This is an optimization exercise on Yosys and OpenROAD, whose aim is a short achievable clock period and few clock cycles per item, not a production implementation. RTL that was checked went through simulation tests only; none was proved equivalent to the original. The RTL of run 2 was laid out without a check of its function. Power figures rest on the tool's default switching activity, not on a simulated workload.

### design.v
package ex_pkg;
    typedef logic [64-1:0] xword_t;
    typedef enum logic [3:0]
    {
        alu_idle,
        alu_add,
        alu_sub,
        alu_sll,
        alu_srl,
        alu_sra,
        alu_and,
        alu_or,
        alu_xor,
        alu_slt,
        alu_sltu,
        alu_pass
    } alu_op_t;
    typedef enum logic [3:0]
    {
        br_none,
        br_jal,
        br_jalr,
        br_eq,
        br_ne,
        br_lt,
        br_ge,
        br_ltu,
        br_geu
    } br_kind_t;
endpackage
module int_alu
(
    input  ex_pkg::alu_op_t op,
    input  logic            word,
    input  ex_pkg::xword_t  rs1,
    input  ex_pkg::xword_t  rs2,
    output ex_pkg::xword_t  result
);
    localparam int SH_W  = $clog2(64);
    localparam int WSH_W = $clog2(32);
    logic [SH_W-1:0]        shamt;
    logic [32-1:0]  a_w;
    logic [32-1:0]  b_w;
    logic [32-1:0]  add_w;
    logic [32-1:0]  sub_w;
    logic [32-1:0]  sll_w;
    logic [32-1:0]  srl_w;
    logic [32-1:0]  sra_w;
    ex_pkg::xword_t                 sra_x;
    function automatic [64-1:0] sext_word(input logic [32-1:0] v);
        sext_word = {{(64-32){v[32-1]}}, v};
    endfunction
    assign shamt = word ? SH_W'(rs2[WSH_W-1:0]) : rs2[SH_W-1:0];
    assign a_w   = rs1[32-1:0];
    assign b_w   = rs2[32-1:0];
    assign add_w = a_w + b_w;
    assign sub_w = a_w - b_w;
    assign sll_w = a_w << shamt[WSH_W-1:0];
    assign srl_w = a_w >> shamt[WSH_W-1:0];
    assign sra_w = $signed(a_w) >>> shamt[WSH_W-1:0];
    assign sra_x = $signed(rs1) >>> shamt;
    always_comb
    begin
        case (op)
            ex_pkg::alu_idle:
                result = '0;
            ex_pkg::alu_add:
                result = word ? sext_word(add_w) : rs1 + rs2;
            ex_pkg::alu_sub:
                result = word ? sext_word(sub_w) : rs1 - rs2;
            ex_pkg::alu_sll:
                result = word ? sext_word(sll_w) : rs1 << shamt;
            ex_pkg::alu_srl:
                result = word ? sext_word(srl_w) : rs1 >> shamt;
            ex_pkg::alu_sra:
                result = word ? sext_word(sra_w) : sra_x;
            ex_pkg::alu_and:
                result = rs1 & rs2;
            ex_pkg::alu_or:
                result = rs1 | rs2;
            ex_pkg::alu_xor:
                result = rs1 ^ rs2;
            ex_pkg::alu_slt:
                result = ex_pkg::xword_t'($signed(rs1) < $signed(rs2));
            ex_pkg::alu_sltu:
                result = ex_pkg::xword_t'(rs1 < rs2);
            ex_pkg::alu_pass:
                result = rs2;
            default:
                result = '0;
        endcase
    end
endmodule
module branch_resolver
(
    input  ex_pkg::br_kind_t br_kind,
    input  ex_pkg::xword_t   rs1,
    input  ex_pkg::xword_t   rs2,
    input  ex_pkg::xword_t   pc,
    input  ex_pkg::xword_t   imm,
    output logic             res_taken,
    output ex_pkg::xword_t   res_target,
    output ex_pkg::xword_t   res_link,
    output logic             res_misaligned
);
    localparam int ALIGN_W = $clog2(4);
    logic       eq;
    logic       lt;
    logic       ltu;
    logic       taken;
    ex_pkg::xword_t     base;
    ex_pkg::xword_t     target;
    assign eq  = rs1 == rs2;
    assign lt  = $signed(rs1) < $signed(rs2);
    assign ltu = rs1 < rs2;
    always_comb
    begin
        case (br_kind)
            ex_pkg::br_none:
                taken = 1'b0;
            ex_pkg::br_jal, ex_pkg::br_jalr:
                taken = 1'b1;
            ex_pkg::br_eq:
                taken = eq;
            ex_pkg::br_ne:
                taken = !eq;
            ex_pkg::br_lt:
                taken = lt;
            ex_pkg::br_ge:
                taken = !lt;
            ex_pkg::br_ltu:
                taken = ltu;
            ex_pkg::br_geu:
                taken = !ltu;
            default:
                taken = 1'b0;
        endcase
    end
    assign base   = (br_kind == ex_pkg::br_jalr) ? rs1 : pc;
    assign target = base + imm;
    assign res_taken      = taken;
    assign res_target     = target;
    assign res_link       = pc + ex_pkg::xword_t'(4);
    assign res_misaligned = taken && (|target[ALIGN_W-1:0]);
endmodule
module ex_result_reg
(
    input  logic             CLK,
    input  logic             RST,
    input  ex_pkg::br_kind_t br_kind,
    input  ex_pkg::xword_t   alu_result,
    input  logic             br_taken,
    input  ex_pkg::xword_t   br_target,
    input  ex_pkg::xword_t   br_link,
    input  logic             br_misaligned,
    input  logic             in_valid,
    output logic             in_ready,
    output logic             out_valid,
    input  logic             out_ready,
    output ex_pkg::xword_t   result,
    output logic             redirect,
    output ex_pkg::xword_t   redirect_pc,
    output logic             target_misaligned
);
    logic       accept;
    logic       is_jump;
    logic       redirect_d;
    ex_pkg::xword_t     result_d;
    assign is_jump    = (br_kind == ex_pkg::br_jal) || (br_kind == ex_pkg::br_jalr);
    assign result_d   = is_jump ? br_link : alu_result;
    assign redirect_d = br_taken && !br_misaligned;
    assign in_ready = !out_valid || out_ready;
    assign accept   = in_valid && in_ready;
    always_ff @(posedge CLK)
    begin
        if (RST)
        begin
            out_valid         <= 1'b0;
            redirect          <= 1'b0;
            target_misaligned <= 1'b0;
        end
        else if (in_ready)
        begin
            out_valid <= in_valid;
            if (accept)
            begin
                redirect          <= redirect_d;
                target_misaligned <= br_misaligned;
            end
        end
    end
    always_ff @(posedge CLK)
    begin
        if (accept)
        begin
            result      <= result_d;
            redirect_pc <= br_target;
        end
    end
endmodule
module ex_stage
(
    input  logic                CLK,
    input  logic                RST,
    input  logic                in_valid,
    output logic                in_ready,
    input  logic [3:0]          op,
    input  logic                word,
    input  logic [3:0]          br_kind,
    input  logic [63:0]         rs1,
    input  logic [63:0]         rs2,
    input  logic [63:0]         pc,
    input  logic [63:0]         imm,
    output logic                out_valid,
    input  logic                out_ready,
    output logic [63:0]         result,
    output logic                redirect,
    output logic [63:0]         redirect_pc,
    output logic                target_misaligned
);
    ex_pkg::alu_op_t    op_e;
    ex_pkg::br_kind_t   br_kind_e;
    ex_pkg::xword_t     alu_result;
    logic               br_taken;
    ex_pkg::xword_t     br_target;
    ex_pkg::xword_t     br_link;
    logic               br_misaligned;
    assign op_e      = ex_pkg::alu_op_t'(op);
    assign br_kind_e = ex_pkg::br_kind_t'(br_kind);
    int_alu u_alu
    (
        .op     (op_e),
        .word   (word),
        .rs1    (rs1),
        .rs2    (rs2),
        .result (alu_result)
    );
    branch_resolver u_branch
    (
        .br_kind        (br_kind_e),
        .rs1            (rs1),
        .rs2            (rs2),
        .pc             (pc),
        .imm            (imm),
        .res_taken      (br_taken),
        .res_target     (br_target),
        .res_link       (br_link),
        .res_misaligned (br_misaligned)
    );
    ex_result_reg u_result
    (
        .CLK               (CLK),
        .RST               (RST),
        .br_kind           (br_kind_e),
        .alu_result        (alu_result),
        .br_taken          (br_taken),
        .br_target         (br_target),
        .br_link           (br_link),
        .br_misaligned     (br_misaligned),
        .in_valid          (in_valid),
        .in_ready          (in_ready),
        .out_valid         (out_valid),
        .out_ready         (out_ready),
        .result            (result),
        .redirect          (redirect),
        .redirect_pc       (redirect_pc),
        .target_misaligned (target_misaligned)
    );
endmodule
### run.sh
#!/bin/bash
# synth_recipe.tcl (not shown) runs the flow's synth.tcl, then flattens the netlist and writes it again
# the make line also repeats each setting of config.mk as NAME=value (left out here)
make -C /OpenROAD-flow-scripts/flow DESIGN_CONFIG=/design/flow/config.mk WORK_HOME=/design/flow/orfs CLKGATE_MAP_FILE= SYNTH_SCRIPT=/design/flow/synth_recipe.tcl finish
### config.mk
export PLATFORM = sky130hd
export DESIGN_NAME = ex_stage
export DESIGN_NICKNAME = ex_stage
export VERILOG_FILES = /design/flow/design.v
export SDC_FILE = /design/flow/constraint.sdc
export NUM_CORES = 4
export LEC_CHECK = 0
export CAP_MARGIN = 20
export CORE_MARGIN = 2
export CORE_UTILIZATION = 30
export SLEW_MARGIN = 20
### constraint.sdc
create_clock -name core_clock -period 7.5 [get_ports {CLK}]
set_input_delay 1.5000 -clock core_clock [delete_from_list [all_inputs] [get_ports {CLK}]]
set_output_delay 1.5000 -clock core_clock [all_outputs]
set_load 0.01 [all_outputs]
==> results of run 1 <==
-- sequential cells by signal, summed over array words and instances (netlist names) --
| signal | flops |
|---|---|
| u_result.result | 64 |
| u_result.redirect_pc | 64 |
| u_result.target_misaligned | 1 |
| u_result.redirect | 1 |
| u_result.out_valid | 1 |
-- path summary, 6_finish.rpt --
check | slack, ps | cells past startpoint | start | endpoint
worst max-delay path | 470 | 17 | br_kind[1] | u_result.redirect_pc[58]
worst min-delay path | 510 | 2 | u_result.target_misaligned | u_result.target_misaligned
worst max register to register | 5170 | 4 | u_result.out_valid | u_result.result[44]
worst min register to register | 510 | 2 | u_result.target_misaligned | u_result.target_misaligned
-- through the flow --
stage | utilization | power, W | hold WS (ps)
global placement | 0.361 | 0.00418 | 481
detailed placement | 0.361 | 0.00415 | 484
global route | 0.367 | 0.00540 | 525
finish | 0.367 | 0.00526 | 506
floorplan | - | 0.00269 | 499
CTS | 0.367 | 0.00514 | 507
-- worst reg2reg max path, delay by kind of cell (launching register included) --
family                 cells  cell delay [ps]
flip-flops                 1              310
buffers and inverters      2             1310
AND/OR/NAND/NOR            2              260
-- cell usage in the layout (no fill, tap or decap), types with 54 or more instances in the layout --
cell type and count:
xnor2_1 98, buf_4 234, mux2_2 117, nand2_1 423, a211oi_1 66, a21o_1 66
edfxtp_1 128, a21oi_1 435, xor2_1 55, mux2i_1 96, o21bai_1 66, ha_1 283
clkdlybuf4s50_1 394, o22ai_1 54, a221oi_1 57, o211ai_1 72, mux4_2 135, nor3_1 73
inv_1 220, nor2_1 426, o21ai_0 325, nand3_1 92
-- kinds of logic (layout without fill, tap and decap cells) --
family / after synthesis / in the layout / share of synthesized area
simple gates: 1345 / 1345 / 0.188
fa+ha+maj: 286 / 286 / 0.110
compound gates: 1578 / 1578 / 0.314
xor+xnor: 153 / 153 / 0.0408
buf+inv: 550 / 901 / 0.0665
flops: 131 / 131 / 0.119
other cells: 0 / 12 / 0
mux: 348 / 348 / 0.162
-- area by class of cell --
class | count | area [sq um] | share of cell area
multi-input combinational | 3710 | 26800 | 0.672
timing repair buffer | 641 | 5920 | 0.148
sequential | 131 | 3900 | 0.0978
tap | 1414 | 1770 | 0.0443
inverter | 228 | 865 | 0.0217
clock buffer | 22 | 444 | 0.0111
clock inverter | 10 | 159 | 0.00398
antenna | 12 | 30.0 | 0.000752
-- per-layer routing --
metal  vias to the layer above  global-route usage  part of all wire
met4                        16               0.156             0.049
li1                      17291                   -                 -
met5                         -                   0           0.00048
met3                       549               0.109              0.13
met1                     20148               0.494              0.40
met2                      3134               0.539              0.42
-- where the power goes --
part	leakage (nW)	switching [W]	internal [W]
Combinational	13.8	0.00214	0.00120
Sequential	1.28	0.0000381	0.000934
Clock	0.288	0.000396	0.000554
==> impl_results.md, run 1 <==
- Fraction of layout cells with a size suffix above 1: 0.126
- Critical path class: input port to flip-flop
- Drt pass-1 iters: 14
- Worst endpoint data arrival time: 7270 ps
- Worst VDD drop: 190 uV
- Placed cell count: 6123
- Yosys warns: 3
- Core footprint: 109000 sq um
- Final Setup Violations: 0
- Non-filler instance count after layout: 6168
- Sequential-to-total area share from yosys stat: 0.119
- CTS Buffer Depth: 2
- CTS resizes: 0
- Worst-path cell chain: clkdlybuf4s50_1, inv_1, nor4_2, buf_12, mux2_2, ha_1, fa_1, a21oi_1, o21ai_0, nand3_1, a31oi_1, o21ai_0, a21oi_1, nor3_1, nor3_1, or4b_1, o211a_1
- Vias in the first global route: 38.5k
- Synth Instances: 4391
- WL final: 214 mm
- Max Slew Vio Count: 0
- Vias/cell: 6.67
- Startpoint types: input port
- Dpl hpwl: 169 mm
- Largest net degree at the start of global routing: 133
- Worst Path Buf+Inv: 3
- Initial antenna violation count: 22
- IO Pins: 401
- Final setup TNS: 0 ps
- Critical path's slowest cell: o21ai_0
- RSZ-0062 raised after global routing: no
- Maxcap violations: 0
- Required @ worst endpoint: 7740 ps
- Largest stage delay on the critical path: 680 ps
- CTS Sinks: 131
- Min cycle time layout: 7030 ps
- Placer Congestion: 1.08
- Largest cells by area after synthesis: edfxtp_1 12%, ha_1 11%, mux4_2 9.3%
- Die Width: 335 microns
- #FFs+latches synth: 131
- Root buf cell: clkbuf_16
- Critical path's top delay family: simple AND/OR/NAND/NOR gates
- Post-synth EDFFs: 128
- Post-CTS Setup Bufs: 0
- Die area: 112000 sq um
- Worst Tran Pin Value: 1250 ps
- Row count: 121
- Synth cell types: 88
- Placed inst area: 39300 sq um
- Max-slew headroom: 0.159
- Design area: 39900 sq um
- Wire per inst: 34.8 microns
- DR iter-0 viols: 6763
- Primary FF master, synth: edfxtp_1
- Layout area overhead: 21.6%
- Num CTS Buffers: 17
- Pwr per Cell Area: 132 nW/um^2
- CTS tree: done
- Hold buffer count at CTS: 0
- GRT Overall Usage: 0.367
- Synth Net Count: 4946
- Final Hold Viols: 0
- Critical Path End Type: flip-flop
- # fillers: 11.5k
- Die height: 335 microns
- Syn_area_per_cell: 7.48 sq um
- Part of the cycle the worst path needs: 0.937
- Mapped cell area: 32800 sq um
- Fin Clk Skew: 22.7 ps
- Critical Path Fanout Max: 29
- First-pass GRT wire length: 297 mm
- Post-synth top cells: 435 x a21oi_1, 432 x nor2_1, 426 x nand2_1, 325 x o21ai_0, 283 x ha_1
- Share of the synthesized area in the top cell type: 0.117
- Yosys top cell by area: edfxtp_1
- Status: complete, no violations
- Post-DRT Antenna Nets: 0
- Maximum operating frequency: 0.142 GHz
- Clock Latency Late Sink: 510 ps
- CTS clock-pin slew for the worst setup and hold paths: 70 ps
- Type of the worst min-delay path: flip-flop to flip-flop
- Final net count: 5284
- Top-count cell post-synth: a21oi_1
- H-tree depth: 4
- Ys async rst share: 0
- DRC viols: 0
- Port Buf Inserts: 400
- Setup slack after layout: 472 ps
- Total number of vias: 41.1k
- Setup WS pre-CTS: 131 ps
- Total congestion overflow: 0
- Initial Utilization: 0.302
- Leakage power: 15.4 nW
Testbench counts, summed over its fixed seeds: cycles 32,008, items 32,000.
==> run 2: changes to the inputs <==
--- a/design.v
+++ b/design.v
@@ -218,52 +218,232 @@
     output logic [63:0]         redirect_pc,
     output logic                target_misaligned
 );
-    ex_pkg::alu_op_t    op_e;
-    ex_pkg::br_kind_t   br_kind_e;
-    ex_pkg::xword_t     alu_result;
-    logic               br_taken;
-    ex_pkg::xword_t     br_target;
-    ex_pkg::xword_t     br_link;
-    logic               br_misaligned;
-    assign op_e      = ex_pkg::alu_op_t'(op);
-    assign br_kind_e = ex_pkg::br_kind_t'(br_kind);
-    int_alu u_alu
-    (
-        .op     (op_e),
-        .word   (word),
-        .rs1    (rs1),
-        .rs2    (rs2),
-        .result (alu_result)
-    );
-    branch_resolver u_branch
-    (
-        .br_kind        (br_kind_e),
-        .rs1            (rs1),
-        .rs2            (rs2),
-        .pc             (pc),
-        .imm            (imm),
-        .res_taken      (br_taken),
-        .res_target     (br_target),
-        .res_link       (br_link),
-        .res_misaligned (br_misaligned)
-    );
-    ex_result_reg u_result
-    (
-        .CLK               (CLK),
-        .RST               (RST),
-        .br_kind           (br_kind_e),
-        .alu_result        (alu_result),
-        .br_taken          (br_taken),
-        .br_target         (br_target),
-        .br_link           (br_link),
-        .br_misaligned     (br_misaligned),
-        .in_valid          (in_valid),
-        .in_ready          (in_ready),
-        .out_valid         (out_valid),
-        .out_ready         (out_ready),
-        .result            (result),
-        .redirect          (redirect),
-        .redirect_pc       (redirect_pc),
-        .target_misaligned (target_misaligned)
-    );
+    localparam int QD  = 2;            
+    localparam int CAP = QD + 1;       
+    localparam int CW  = 2;            
+    logic          accept;
+    logic          take;
+    logic [CW-1:0] occ;
+    logic [CW-1:0] occ_d;
+    assign accept = in_valid && in_ready;
+    assign take   = out_valid && out_ready;
+    assign occ_d  = occ + CW'(accept) - CW'(take);
+    always_ff @(posedge CLK)
+    begin
+        if (RST)
+        begin
+            occ      <= '0;
+            in_ready <= 1'b0;
+        end
+        else
+        begin
+            occ      <= occ_d;
+            in_ready <= (occ_d < CW'(CAP));
+        end
+    end
+    logic d_add, d_sub, d_sll, d_srl, d_sra, d_and, d_or, d_xor, d_slt, d_sltu, d_pass;
+    logic d_jump, d_jalr;
+    assign d_add  = (op == 4'd1);
+    assign d_sub  = (op == 4'd2);
+    assign d_sll  = (op == 4'd3);
+    assign d_srl  = (op == 4'd4);
+    assign d_sra  = (op == 4'd5);
+    assign d_and  = (op == 4'd6);
+    assign d_or   = (op == 4'd7);
+    assign d_xor  = (op == 4'd8);
+    assign d_slt  = (op == 4'd9);
+    assign d_sltu = (op == 4'd10);
+    assign d_pass = (op == 4'd11);
+    assign d_jump = (br_kind == 4'd1) || (br_kind == 4'd2);
+    assign d_jalr = (br_kind == 4'd2);
+    logic [63:0] link_a;
+    assign link_a = {pc[63:2] + 62'd1, pc[1:0]};
+    logic [63:0] other_a;
+    assign other_a = d_jump ? link_a
+                   : ({64{d_and}}  & (rs1 & rs2))
+                   | ({64{d_or}}   & (rs1 | rs2))
+                   | ({64{d_xor}}  & (rs1 ^ rs2))
+                   | ({64{d_pass}} & rs2);
+    logic [5:0]  shamt_a;
+    logic        fill_a;
+    logic [63:0] shx_a;
+    logic [63:0] shs_a;
+    assign shamt_a = word ? {1'b0, rs2[4:0]} : rs2[5:0];
+    assign fill_a  = d_sra && (word ? rs1[31] : rs1[63]);
+    always_comb
+    begin
+        if (d_sll)
+        begin
+            for (int i = 0; i < 64; i++)
+                shx_a[i] = rs1[63-i];
+        end
+        else if (word)
+            shx_a = {{32{fill_a}}, rs1[31:0]};
+        else
+            shx_a = rs1;
+    end
+    always_comb
+    begin
+        shs_a = shx_a;
+        if (shamt_a[5]) shs_a = {{32{fill_a}}, shs_a[63:32]};
+        if (shamt_a[4]) shs_a = {{16{fill_a}}, shs_a[63:16]};
+        if (shamt_a[3]) shs_a = {{8{fill_a}},  shs_a[63:8]};
+    end
+    logic        v2;
+    logic [31:0] add_lo2, add_h02, add_h12;
+    logic        add_c2;
+    logic [31:0] sub_lo2, sub_h02, sub_h12;
+    logic        sub_c2, sub_co02, sub_co12;
+    logic        eq_lo2, eq_hi2;
+    logic        sgn_a2, sgn_b2;
+    logic [31:0] tp_lo2, tp_h02, tp_h12;       
+    logic        tp_c2;
+    logic [31:0] tr_lo2, tr_h02, tr_h12;       
+    logic        tr_c2;
+    logic [63:0] other2;
+    logic [63:0] sh2;
+    logic [2:0]  shamt2;
+    logic        shl2, shfill2;
+    logic        word2, add2, sub2, shift2, slt2, sltu2, jump2, jalr2;
+    logic [5:0]  cond2;                         
+    always_ff @(posedge CLK)
+    begin
+        if (RST)
+            v2 <= 1'b0;
+        else
+            v2 <= accept;
+    end
+    always_ff @(posedge CLK)
+    begin
+        {add_c2, add_lo2} <= {1'b0, rs1[31:0]} + {1'b0, rs2[31:0]};
+        add_h02           <= rs1[63:32] + rs2[63:32];
+        add_h12           <= rs1[63:32] + rs2[63:32] + 32'd1;
+        {sub_c2, sub_lo2}   <= {1'b0, rs1[31:0]} + {1'b0, ~rs2[31:0]} + 33'd1;
+        {sub_co02, sub_h02} <= {1'b0, rs1[63:32]} + {1'b0, ~rs2[63:32]};
+        {sub_co12, sub_h12} <= {1'b0, rs1[63:32]} + {1'b0, ~rs2[63:32]} + 33'd1;
+        eq_lo2              <= (rs1[31:0] == rs2[31:0]);
+        eq_hi2              <= (rs1[63:32] == rs2[63:32]);
+        sgn_a2              <= rs1[63];
+        sgn_b2              <= rs2[63];
+        {tp_c2, tp_lo2} <= {1'b0, pc[31:0]} + {1'b0, imm[31:0]};
+        tp_h02          <= pc[63:32] + imm[63:32];
+        tp_h12          <= pc[63:32] + imm[63:32] + 32'd1;
+        {tr_c2, tr_lo2} <= {1'b0, rs1[31:0]} + {1'b0, imm[31:0]};
+        tr_h02          <= rs1[63:32] + imm[63:32];
+        tr_h12          <= rs1[63:32] + imm[63:32] + 32'd1;
+        other2  <= other_a;
+        sh2     <= shs_a;
+        shamt2  <= shamt_a[2:0];
+        shl2    <= d_sll;
+        shfill2 <= fill_a;
+        word2  <= word;
+        add2   <= d_add;
+        sub2   <= d_sub;
+        shift2 <= d_sll || d_srl || d_sra;
+        slt2   <= d_slt;
+        sltu2  <= d_sltu;
+        jump2  <= d_jump;
+        jalr2  <= d_jalr;
+        cond2  <= {br_kind == 4'd8, br_kind == 4'd7, br_kind == 4'd6,
+                   br_kind == 4'd5, br_kind == 4'd4, br_kind == 4'd3};
+    end
+    logic [63:0] add_b, sub_b, tgt_b, shr_b, sh_b, res_b;
+    logic        ltu_b, lt_b, eq_b, taken_b, mis_b;
+    assign add_b = {add_c2 ? add_h12 : add_h02, add_lo2};
+    assign sub_b = {sub_c2 ? sub_h12 : sub_h02, sub_lo2};
+    assign tgt_b = jalr2 ? {tr_c2 ? tr_h12 : tr_h02, tr_lo2}
+                         : {tp_c2 ? tp_h12 : tp_h02, tp_lo2};
+    assign ltu_b = !(sub_c2 ? sub_co12 : sub_co02);
+    assign lt_b  = (sgn_a2 != sgn_b2) ? sgn_a2 : ltu_b;
+    assign eq_b  = eq_lo2 && eq_hi2;
+    assign taken_b = jump2
+                  || (cond2[0] &&  eq_b)
+                  || (cond2[1] && !eq_b)
+                  || (cond2[2] &&  lt_b)
+                  || (cond2[3] && !lt_b)
+                  || (cond2[4] &&  ltu_b)
+                  || (cond2[5] && !ltu_b);
+    assign mis_b = taken_b && (tgt_b[1:0] != 2'b00);
+    always_comb
+    begin
+        shr_b = sh2;
+        if (shamt2[2]) shr_b = {{4{shfill2}}, shr_b[63:4]};
+        if (shamt2[1]) shr_b = {{2{shfill2}}, shr_b[63:2]};
+        if (shamt2[0]) shr_b = {{1{shfill2}}, shr_b[63:1]};
+        if (shl2)
+        begin
+            for (int i = 0; i < 64; i++)
+                sh_b[i] = shr_b[63-i];
+        end
+        else
+            sh_b = shr_b;
+    end
+    function automatic [63:0] wsel(input logic w, input logic [63:0] v);
+        wsel = w ? {{32{v[31]}}, v[31:0]} : v;
+    endfunction
+    assign res_b = ({64{add2   && !jump2}} & wsel(word2, add_b))
+                 | ({64{sub2   && !jump2}} & wsel(word2, sub_b))
+                 | ({64{shift2 && !jump2}} & wsel(word2, sh_b))
+                 | other2
+                 | {63'd0, !jump2 && ((slt2 && lt_b) || (sltu2 && ltu_b))};
+    localparam int EW = 130;
+    logic [EW-1:0] ent_b;
+    logic [EW-1:0] q [QD];
+    logic [QD-1:0] wptr, rptr;            
+    logic          qempty;
+    logic [EW-1:0] qhead;
+    logic [EW-1:0] outr;
+    logic          ld;
+    logic          bypass, push, pop;
+    assign ent_b = {res_b, tgt_b, taken_b && !mis_b, mis_b};
+    always_comb
+    begin
+        qhead = '0;
+        for (int i = 0; i < QD; i++)
+            qhead = qhead | ({EW{rptr[i]}} & q[i]);
+    end
+    assign ld     = !out_valid || out_ready;
+    assign bypass = qempty && ld;
+    assign push   = v2 && !bypass;
+    assign pop    = ld && !qempty;
+    always_ff @(posedge CLK)
+    begin
+        for (int i = 0; i < QD; i++)
+            if (v2 && wptr[i])
+                q[i] <= ent_b;
+    end
+    always_ff @(posedge CLK)
+    begin
+        if (RST)
+        begin
+            wptr      <= QD'(1);
+            rptr      <= QD'(1);
+            qempty    <= 1'b1;
+            out_valid <= 1'b0;
+        end
+        else
+        begin
+            if (push)
+                wptr <= {wptr[QD-2:0], wptr[QD-1]};
+            if (pop)
+                rptr <= {rptr[QD-2:0], rptr[QD-1]};
+            if (push && !pop)
+                qempty <= 1'b0;
+            else if (pop && !push)
+                qempty <= ({rptr[QD-2:0], rptr[QD-1]} == wptr);
+            if (ld)
+                out_valid <= !qempty || v2;
+        end
+    end
+    always_ff @(posedge CLK)
+    begin
+        if (bypass)
+            outr <= ent_b;
+        else if (ld)
+            outr <= qhead;
+    end
+    assign result            = outr[129:66];
+    assign redirect_pc       = outr[65:2];
+    assign redirect          = outr[1];
+    assign target_misaligned = outr[0];
 endmodule
--- a/config.mk
+++ b/config.mk
@@ -5,7 +5,9 @@
 export SDC_FILE = /design/flow/constraint.sdc
 export NUM_CORES = 4
 export LEC_CHECK = 0
+export ABC_CLOCK_PERIOD_IN_PS = 1500
 export CAP_MARGIN = 20
 export CORE_MARGIN = 2
-export CORE_UTILIZATION = 30
+export CORE_UTILIZATION = 50
+export SETUP_SLACK_MARGIN = 5
 export SLEW_MARGIN = 20
==> impl_results.md, run 2 <==
- Final setup TNS: 0 ps (unchanged)
- First-pass GRT wire length: 322 mm (was 297 mm)
- Layout area overhead: 53.5% (was 21.6%)
- Biggest regs: q x260, outr x130 (was u_result.redirect_pc x64, u_result.result x64)
- WL final: 235 mm (was 214 mm)
- Syn_area_per_cell: 9.36 sq um (was 7.48 sq um)
- Worst-path cell chain: buf_6, buf_6, clkinvlp_4, buf_4, fa_2, o21bai_4, and2_4, nor3_4, o41ai_4, buf_4, xnor2_4, or3_4, nor3b_4, nand4b_4, nor4b_4, xor2_1 (was clkdlybuf4s50_1, inv_1, nor4_2, buf_12, mux2_2, ha_1, fa_1, a21oi_1, o21ai_0, nand3_1, a31oi_1, o21ai_0, a21oi_1, nor3_1, nor3_1, or4b_1, o211a_1)
- Leakage power: 33.0 nW (was 15.4 nW)
- Top-count cell post-synth: nor2_1 (was a21oi_1)
- Post-synth top cells: 617 x nor2_1, 548 x dfxtp_1, 469 x a21oi_1, 392 x nand2_1, 390 x edfxtp_1 (was 435 x a21oi_1, 432 x nor2_1, 426 x nand2_1, 325 x o21ai_0, 283 x ha_1)
- Num CTS Buffers: 100 (was 17)
- Critical path's top delay family: simple AND/OR/NAND/NOR gates (unchanged)
- Critical path's slowest cell: fa_2 (was o21ai_0)
- Worst endpoint data arrival time: 4910 ps (was 7270 ps)
- Mapped cell area: 54200 sq um (was 32800 sq um)
- Post-DRT Antenna Nets: 0 (unchanged)
- Placer Congestion: 0.991 (was 1.08)
- Initial antenna violation count: 14 (was 22)
- Critical Path End Type: flip-flop (unchanged)
- Vias/cell: 6.31 (was 6.67)
- DR iter-0 viols: 6058 (was 6763)
- Fraction of layout cells with a size suffix above 1: 0.472 (was 0.126)
- Total number of vias: 53.0k (was 41.1k)
- Part of the cycle the worst path needs: 0.568 (was 0.937)
- Drt pass-1 iters: 6 (was 14)
- Core footprint: 107000 sq um (was 109000 sq um)
- RSZ-0062 raised after global routing: yes (was no)
- DRC viols: 0 (unchanged)
- #FFs+latches synth: 938 (was 131)
- H-tree depth: 3 (was 4)
- Sequential-to-total area share from yosys stat: 0.419 (was 0.119)
- Largest register FFs: 260
- Min cycle time layout: 4260 ps (was 7030 ps)
- Clock Latency Late Sink: 720 ps (was 510 ps)
- Die Width: 333 microns (was 335 microns)
- Wire per inst: 28.0 microns (was 34.8 microns)
- CTS tree: done (unchanged)
- Initial Utilization: 0.505 (was 0.302)
- Vias in the first global route: 49.0k (was 38.5k)
- Critical path class: input port to flip-flop (unchanged)
- Largest cells by area after synthesis: edfxtp_1 22%, dfxtp_1 20%, ha_1 7.5% (was edfxtp_1 12%, ha_1 11%, mux4_2 9.3%)
- Final Hold Viols: 0 (unchanged)
- CTS clock-pin slew for the worst setup and hold paths: 60 ps (was 70 ps)
- Yosys warns: 2 (was 3)
- Worst Path Buf+Inv: 5 (was 3)
- Total congestion overflow: 0 (unchanged)
- Fin Clk Skew: 47.8 ps (was 22.7 ps)
- Synth Instances: 5788 (was 4391)
- Final Setup Violations: 0 (unchanged)
- Row count: 120 (was 121)
- Primary FF master, synth: dfxtp_1 (was edfxtp_1)
- GRT Overall Usage: 0.389 (was 0.367)
- Maximum operating frequency: 0.235 GHz (was 0.142 GHz)
- Critical Path Fanout Max: 3 (was 29)
- Status: complete, no violations (unchanged)
- Worst Tran Pin Value: 1290 ps (was 1250 ps)
- CTS Buffer Depth: 3 (was 2)
- Largest Register: q
- Synth cell types: 117 (was 88)
- Final net count: 7506 (was 5284)
- Most frequent cells in the layout: 534 x dfxtp_1, 532 x buf_4, 425 x nor2_1 (was 435 x a21oi_1, 426 x nor2_1, 423 x nand2_1)
- Max-slew headroom: 0.138 (was 0.159)
- Final core occ: 0.776 (was 0.367)
- Required @ worst endpoint: 8150 ps (was 7740 ps)
- IO Pins: 401 (unchanged)
- Type of the worst min-delay path: flip-flop to flip-flop (unchanged)
- Dpl hpwl: 152 mm (was 169 mm)
- Yosys top cell by area: edfxtp_1 (unchanged)
- Largest net degree at the start of global routing: 97 (was 133)
- Max Slew Vio Count: 0 (unchanged)
- Root buf cell: clkbuf_16 (unchanged)
- Share of the synthesized area in the top cell type: 0.216 (was 0.117)
- CTS Sinks: 938 (was 131)
- Ys async rst share: 0 (unchanged)
- Port Buf Inserts: 400 (unchanged)
- Post-synth EDFFs: 390 (was 128)
- Worst VDD drop: 185 uV (was 190 uV)
- Pwr per Cell Area: 231 nW/um^2 (was 132 nW/um^2)
- Most common cell after layout, fill and taps aside: dfxtp_1 (was a21oi_1)
- Die area: 111000 sq um (was 112000 sq um)
- Startpoint types: input port (unchanged)
- Maxcap violations: 0 (unchanged)
- Largest stage delay on the critical path: 390 ps (was 680 ps)
- Synth Net Count: 6391 (was 4946)
- Die height: 333 microns (was 335 microns)
run 2: changes by cell type after synthesis, moves of 104 or more:
cell,change
dfxtp_1,+545
edfxtp_1,+262
nor2_1,+185
xnor2_1,+181
mux4_2,-107
a221oi_1,+104
run 2: layout make-up:
class,count,area [sq um]
clock inverter,56,798
clock buffer,132,2800
sequential,938,22700
tap,1403,1760
fill,6872,24000
timing repair buffer,1316,12400
multi-input combinational,4252,41300
timing repair inverter,3,50.0
antenna,8,20.0
inverter,292,1300
run 2: repair_timing:
action	4_1_cts	5_1_grt
pin swaps	648	506
resized for setup	2845	792
cloned	32	2
setup buffers	586	261
hold buffers	0	0
endpoints found under the setup margin	1100	781
run 2: through the flow:
step	hold slack [ps]	setup WS, ps	cells	total power (W)	area [sq um]
floorplan	465	2940	5788	0.0100	58800
global placement	496	1640	7322	0.0119	62900
detailed placement	497	1600	7323	0.0120	62900
CTS	522	3390	8129	0.0183	77900
global route	551	3190	8393	0.0198	83200
finish	517	3240	8400	0.0192	83200
run 2: worst register-to-register path, delay by kind of cell (launching register included):
family	cells	cell delay, ps
DFF	1	380
and+or+nand+nor	4	770
buffers and inverters	1	420
AOI/OAI and AO/OA	3	1260
muxes	1	120
run 2: logic make-up after synthesis:
| group | share of synthesized area |
|---|---|
| mux | 0.0557 |
| buf+inv | 0.0434 |
| xor+xnor | 0.0639 |
| fa+ha+maj | 0.0784 |
| compound gates | 0.201 |
| flops | 0.419 |
| simple gates | 0.139 |
run 2: power by group:
group	leakage [nW]	internal (W)	total [W]	switching, W
sequential	8.39	0.00639	0.00676	0.000376
clock	1.75	0.00317	0.00540	0.00223
combinational	22.9	0.00296	0.00702	0.00406
run 2: worst paths after layout:
path	startpoint	to	slack, ps	depth (start not counted)
setup / recovery	rs1[33]	sub_h12[31]	3240	16
hold / removal	wptr[0]	wptr[1]	520	2
setup reg to reg	shamt2[2]	outr[66]	4280	9
hold reg to reg	wptr[0]	wptr[1]	520	2
run 2: routing by layer:
metal	up-vias	part of all wire	wire length, microns	global-route usage
li1	23286	-	-	-
met1	26121	0.40	94700	0.546
met2	3031	0.44	102000	0.576
met3	601	0.11	25600	0.0811
met4	6	0.052	12200	0.172
met5	-	0.00014	34	0

re-timing with driven ports:
Ports are ideal in the flow. The routed layouts listed here were re-timed in OpenROAD. Step 1 sets driving cells, clkbuf_16 on the clock port and buf_2 on the other inputs (assumed; they add their load-dependent delay and slew). Step 2 times the ports against the registers' clock, not the clock port: input delays grow and output delays shrink by t, the midpoint of the rising clock arrivals with the driver on. Three values: ideal, step 1, step 2; two values: the first two.
| run | t (ns) | setup WS [ns] | worst hold slack (ns) | worst data-port slew with drivers (ns) |
|---|---|---|---|---|
| run 1 | 0.557 | 0.472 / 0.501 / -0.057 | 0.506 / 0.506 / 0.506 | 0.12 |
| run 2 | 0.786 | 3.242 / 3.285 / 2.499 | 0.517 / 0.517 / 0.517 | 0.19 |
With both steps, setup timing fails in run 1, where it was met with ideal ports. For run 2, which loses most, drivers alone change the setup slack by +0.043 ns; drivers and shift together by -0.743 ns.
